This design comes from an exercise in tuning for small area and a short achievable clock period on the open sky130 flow, not from production work.
At most, simulation tests tie the RTL to the original design; equivalence was not proved.
No activity file was given, so power comes from the tool's default toggle rates.

Setup of the previous run:
// exec_core
module exec_core #(
    parameter int data_width = riscv_pkg::xlen
) (
    input  logic                  clk,
    input  logic                  arst_n,
    input  logic [31:0]           inst,
    input  logic                  inst_valid,
    output logic [data_width-1:0] result,
    output logic [4:0]            result_rd,
    output logic                  result_valid,
    output logic                  branch_taken
);
For scale: ~3800 cells after synthesis.
export LEC_CHECK = 0
export CAP_MARGIN = 20
export CORE_MARGIN = 2
export CORE_UTILIZATION = 40
export PLACE_DENSITY = 0.6
export SETUP_SLACK_MARGIN = 5
export SLEW_MARGIN = 20
export SYNTH_HIERARCHICAL = 1
export SYNTH_MINIMUM_KEEP_SIZE = 0
export TNS_END_PERCENT = 100
create_clock -name core_clock -period 10.0 [get_ports {clk}]
standard.sh (not shown) runs the stock make flow with config.mk's settings and CLKGATE_MAP_FILE= SYNTH_SCRIPT=/design/flow/synth_recipe.tcl, a recipe that flattens the netlist after the stock synthesis.
==> flow/flow/run.sh <==
#!/bin/bash
# Own layout flow: the standard layout (standard.sh) with these changes.
#  1. DONT_USE_CELLS adds the full and half adder cells (fa, ha) and the
#     clkdlybuf4s delay buffers to the platform's list (flow/dont_use.txt
#     holds the whole list), so synthesis maps adders to plain gates and
#     port buffering and repair use ordinary buffers.
#  2. After synthesis, a22oi_2 and a21oi_2 cells (what synthesis makes of
#     the design's single-gate modules) start at size 1 (flow/swap.tcl).
#  3. Clock tree synthesis without dummy loads, with small sink clusters
#     (flow/settings.sh).
#  4. Timing repair aims at a shorter period than the design's clock
#     (setup margin from flow/settings.sh) on all endpoints.
# Everything else (synthesis script, floorplan, power grid, placement,
# routing, the clock period and constraints) is the standard flow.
# Each tool's full output goes to a log file here (flow_*.log); ORFS also
# writes each step's log under orfs/logs/.
set -euo pipefail
source flow/settings.sh
du="$(cat flow/dont_use.txt)"
vars=("DONT_USE_CELLS=$du" "CTS_ARGS=$CTS_ARGS" "SETUP_SLACK_MARGIN=$MARGIN" "TNS_END_PERCENT=$TNS")
res="orfs/results/${FLOW_PLATFORM:-sky130hd}/exec_core/base"

bash standard.sh "${vars[@]}" synth > flow_synth.log 2>&1
ODB_IN="$res/1_synth.odb" ODB_OUT="$res/1_synth.odb" SWAP="$SWAP" \
  openroad -no_init -exit flow/swap.tcl > flow_swap.log 2>&1
touch "$res/1_synth.sdc"
bash standard.sh "${vars[@]}" finish > flow_finish.log 2>&1
==> flow/flow/settings.sh <==
# Settings read by flow/run.sh
CTS_ARGS="-sink_clustering_enable -repair_clock_nets -dont_use_dummy_load -sink_clustering_size 20 -sink_clustering_max_diameter 50 -buf_list {sky130_fd_sc_hd__clkbuf_4 sky130_fd_sc_hd__clkbuf_8}"
MARGIN=5.3
TNS=100
SWAP="sky130_fd_sc_hd__a22oi_2 sky130_fd_sc_hd__a22oi_1 sky130_fd_sc_hd__a21oi_2 sky130_fd_sc_hd__a21oi_1"
Other scripts of this flow, unchanged in this note and not shown: flow/flow/dont_use.txt, flow/flow/swap.tcl
What the current run does differently from the previous run at the input level:
==> flow/flow/settings.sh <==
# Settings read by flow/run.sh
CTS_ARGS="-sink_clustering_enable -repair_clock_nets -dont_use_dummy_load -sink_clustering_size 30 -sink_clustering_max_diameter 60"
MARGIN=5.5
TNS=100
SWAP="sky130_fd_sc_hd__a22oi_2 sky130_fd_sc_hd__a22oi_1 sky130_fd_sc_hd__a21oi_2 sky130_fd_sc_hd__a21oi_1"
==> comparison <==
- Changes observed in the current run relative to the previous run: max-slew violation count shows no meaningful change, final wirelength shows a reduction of about 0.8%.
- Any difference in met3 wirelength from detailed routing between the current run and the previous run is small enough to ignore.
- Summary of the current run over the previous run: area growth from synthesis to layout up 3.9 points; power in sequential cells did not really move.
- Taking the previous run as the reference, in the current run finished layout cell area grew by 3.4%, area occupied by multi-input gates rose about 3.2%.
- In the metrics for the previous run and the current run, the one carrying the lower total number of multi-input combinational cells is the current run.
- Number of cells on the critical path sits higher in the current run than in the previous run.
- Per the comparison of the current run with the previous run, hold slack moved up, internal cell power moved up.


Another version of the RTL of exec_core (not shown whole).
For scale: about 3900 cells after synthesis.
Settings: LEC_CHECK=0, CAP_MARGIN=20, CORE_MARGIN=2, CORE_UTILIZATION=50, PLACE_DENSITY=0.65, SETUP_SLACK_MARGIN=5, SLEW_MARGIN=20, SYNTH_HIERARCHICAL=1, SYNTH_MINIMUM_KEEP_SIZE=0, TNS_END_PERCENT=100; clock period 10.0 ns.
==> flow/flow/run.sh <==
#!/bin/bash
# Own layout flow: the standard layout (standard.sh) with these changes.
#  1. DONT_USE_CELLS adds the full and half adder cells (fa, ha) and the
#     clkdlybuf4s delay buffers to the platform's list (flow/dont_use.txt
#     holds the whole list), so synthesis maps adders to plain gates and
#     port buffering and repair use ordinary buffers.
#  2. After synthesis, a22oi_2 and a21oi_2 cells (what synthesis makes of
#     the design's single-gate modules) start at size 1, and the gates of
#     the register file's read decoders and columns get drive strengths
#     that suit their loads (flow/swap.tcl, rules in flow/settings.sh).
#  3. Clock tree synthesis without dummy loads, with small sink clusters
#     (flow/settings.sh).
#  4. Timing repair aims at a shorter period than the design's clock
#     (setup margin from flow/settings.sh) on all endpoints.
# Everything else (synthesis script, floorplan, power grid, placement,
# routing, the clock period and constraints) is the standard flow.
# Each tool's full output goes to a log file here (flow_*.log); ORFS also
# writes each step's log under orfs/logs/.
set -euo pipefail
source flow/settings.sh
du="$(cat flow/dont_use.txt)"
vars=("DONT_USE_CELLS=$du" "CTS_ARGS=$CTS_ARGS" "SETUP_SLACK_MARGIN=$MARGIN" "TNS_END_PERCENT=$TNS")
res="orfs/results/${FLOW_PLATFORM:-sky130hd}/exec_core/base"

bash standard.sh "${vars[@]}" synth > flow_synth.log 2>&1
ODB_IN="$res/1_synth.odb" ODB_OUT="$res/1_synth.odb" SWAP="$SWAP" SIZE="${SIZE:-}" \
  openroad -no_init -exit flow/swap.tcl > flow_swap.log 2>&1
touch "$res/1_synth.sdc"
bash standard.sh "${vars[@]}" finish > flow_finish.log 2>&1
==> flow/flow/settings.sh <==
# Settings read by flow/run.sh
CTS_ARGS="-sink_clustering_enable -repair_clock_nets -dont_use_dummy_load -sink_clustering_size 20 -sink_clustering_max_diameter 50 -buf_list {sky130_fd_sc_hd__clkbuf_4 sky130_fd_sc_hd__clkbuf_8}"
MARGIN=5.5
TNS=100
SWAP="sky130_fd_sc_hd__a22oi_2 sky130_fd_sc_hd__a22oi_1 sky130_fd_sc_hd__a21oi_2 sky130_fd_sc_hd__a21oi_1"
SIZE="*_dec.g_sel*.sn d sky130_fd_sc_hd__nand3_2
*_dec.g_sel*.sn s sky130_fd_sc_hd__inv_6
*_dec.g_hi*.u.y d sky130_fd_sc_hd__nor2_2
*_dec.g_lo*.u.y d sky130_fd_sc_hd__nor3_2
*_dec.an* d sky130_fd_sc_hd__inv_2
*_dec.g_an* d sky130_fd_sc_hd__inv_2"
Other scripts of this flow, unchanged in this note and not shown: flow/flow/dont_use.txt, flow/flow/swap.tcl
==> next run, changes <==
--- a/flow/flow/settings.sh
+++ b/flow/flow/settings.sh
@@ -1,5 +1,5 @@
 # Settings read by flow/run.sh
 CTS_ARGS="-sink_clustering_enable -repair_clock_nets -dont_use_dummy_load -sink_clustering_size 20 -sink_clustering_max_diameter 50 -buf_list {sky130_fd_sc_hd__clkbuf_4 sky130_fd_sc_hd__clkbuf_8}"
-MARGIN=5.5
+MARGIN=5.6
 TNS=100
 SWAP="sky130_fd_sc_hd__a22oi_2 sky130_fd_sc_hd__a22oi_1 sky130_fd_sc_hd__a21oi_2 sky130_fd_sc_hd__a21oi_1"
CORE_UTILIZATION = 40   (was 50)
PLACE_DENSITY = 0.6   (was 0.65)
=>
- die area came out higher by 25%
- clock-buffer cell count stays the same
- power went up by 0.79%
- maximum frequency rises by 3.2%
- routed wire length came out higher by 3.3%
- clock power went up by about 2%
- design area increases by 2.7%
- sequential power hardly moves
- utilization shrinks by 10 points
==> next run, changes <==
--- a/flow/flow/settings.sh
+++ b/flow/flow/settings.sh
@@ -1,5 +1,5 @@
 # Settings read by flow/run.sh
 CTS_ARGS="-sink_clustering_enable -repair_clock_nets -dont_use_dummy_load -sink_clustering_size 20 -sink_clustering_max_diameter 50 -buf_list {sky130_fd_sc_hd__clkbuf_4 sky130_fd_sc_hd__clkbuf_8}"
-MARGIN=5.6
+MARGIN=5.5
 TNS=100
 SWAP="sky130_fd_sc_hd__a22oi_2 sky130_fd_sc_hd__a22oi_1 sky130_fd_sc_hd__a21oi_2 sky130_fd_sc_hd__a21oi_1"
Outcome:
- total power drops by 1.2%
- combinational power falls by about 4%
- final area shrinks by 1.9%
- sequential power stays flat
- maximum frequency hardly moves
- routed wire length shrinks by about 1.8%
- worst hold slack improves by 0.0074 ns
- setup slack is worse by 0.0033 ns


== before ==
Another version of the RTL of exec_core (not shown whole).
For scale: ~4000 cells after synthesis, ~74 I/O pins, roughly 56000 um2 of cells after synthesis.
Design exec_core, start of the top module:
module exec_core #(
    parameter int data_width = riscv_pkg::xlen
) (
    input  logic                  clk,
    input  logic                  arst_n,
    input  logic [31:0]           inst,
    input  logic                  inst_valid,
    output logic [data_width-1:0] result,
    output logic [4:0]            result_rd,
    output logic                  result_valid,
    output logic                  branch_taken
);
Settings: LEC_CHECK=0, CAP_MARGIN=20, CORE_MARGIN=2, CORE_UTILIZATION=40, PLACE_DENSITY=0.6, SETUP_SLACK_MARGIN=5, SLEW_MARGIN=20, SYNTH_HIERARCHICAL=1, SYNTH_MINIMUM_KEEP_SIZE=0, TNS_END_PERCENT=100; clock period 10.0 ns.
==> flow/flow/settings.sh <==
# Settings read by flow/run.sh
CTS_ARGS="-sink_clustering_enable -repair_clock_nets -dont_use_dummy_load -sink_clustering_size 20 -sink_clustering_max_diameter 50 -buf_list {sky130_fd_sc_hd__clkbuf_4 sky130_fd_sc_hd__clkbuf_8}"
MARGIN=5.5
TNS=100
SWAP="sky130_fd_sc_hd__a22oi_2 sky130_fd_sc_hd__a22oi_1 sky130_fd_sc_hd__a21oi_2 sky130_fd_sc_hd__a21oi_1"
SIZE="*_dec.g_sel*.sn d sky130_fd_sc_hd__nand3_2
*_dec.g_sel*.sn s sky130_fd_sc_hd__inv_6
*_dec.g_hi*.u.y d sky130_fd_sc_hd__nor2_2
*_dec.g_lo*.u.y d sky130_fd_sc_hd__nor3_2
*_dec.an* d sky130_fd_sc_hd__inv_2
*_dec.g_an* d sky130_fd_sc_hd__inv_2"
SIZE="$SIZE
*_col.g_l2*.u.y d sky130_fd_sc_hd__nand4_2
*_col.l3* d sky130_fd_sc_hd__nor2_2"
Scripts as last shown in full above: flow/flow/run.sh
Other scripts of this flow, unchanged in this note and not shown: flow/flow/dont_use.txt, flow/flow/swap.tcl
--- input diff before..after ---
--- a/flow/flow/settings.sh
+++ b/flow/flow/settings.sh
@@ -12,3 +11,0 @@
-SIZE="$SIZE
-*_col.g_l2*.u.y d sky130_fd_sc_hd__nand4_2
-*_col.l3* d sky130_fd_sc_hd__nor2_2"
[summary]
- Diff after..before | storage element area | negligible
- The cell with the largest stage delay on the worst path comes out nor4_2 in one run and nor2_1 in the other, namely in before and after respectively.
- Between after and before, required arrival time at the worst endpoint is lower for before, after comes in above that.
- Going from before to after, number of diodes went up; average footprint of a synthesized cell went down.
Function was not checked in any run of this note: the RTL went through the layout flow alone.

==> static timing again, ports no longer ideal <==
No port has a modelled driver above. Below, the same layouts with a new extraction and two added sets of constraints. Step 1 (the two cells are an assumption about what drives the block):
set clk [get_ports {clk}]
set_driving_cell -lib_cell sky130_fd_sc_hd__clkbuf_16 $clk
set_driving_cell -lib_cell sky130_fd_sc_hd__buf_2 [delete_from_list [all_inputs] $clk]
Step 2 adds t to the input delays and takes it off the output delays; t is the mean of the earliest and latest rising clock arrival at the registers after step 1. Input paths then give back, and output paths get back, about the clock's delay inside the block. a / b / c = ideal / step 1 / step 2; a / b = the first two.
run | t, ns | setup slack, ns | slew at the worst register clock pin (ns) | worst slew at a driven data input, ns
the previous run | 0.903 | 5.188 / 5.234 / 4.330 | 0.11 / 0.11 | 0.04
the current run | 0.786 | 5.426 / 5.452 / 4.683 | 0.11 / 0.11 | 0.05
the first run of note 2 | 0.866 | 5.306 / 5.348 / 4.482 | 0.11 / 0.11 | 0.10
the second run of note 2 | 0.906 | 5.453 / 5.474 / 4.597 | 0.11 / 0.11 | 0.05
the third run of note 2 | 0.901 | 5.449 / 5.409 / 4.567 | 0.11 / 0.11 | 0.11
before | 0.962 | 5.431 / 5.348 / 4.575 | 0.11 / 0.11 | 0.16
after | 0.929 | 5.300 / 5.347 / 4.418 | 0.12 / 0.12 | 0.06
After both steps setup and hold are still met in every run listed.
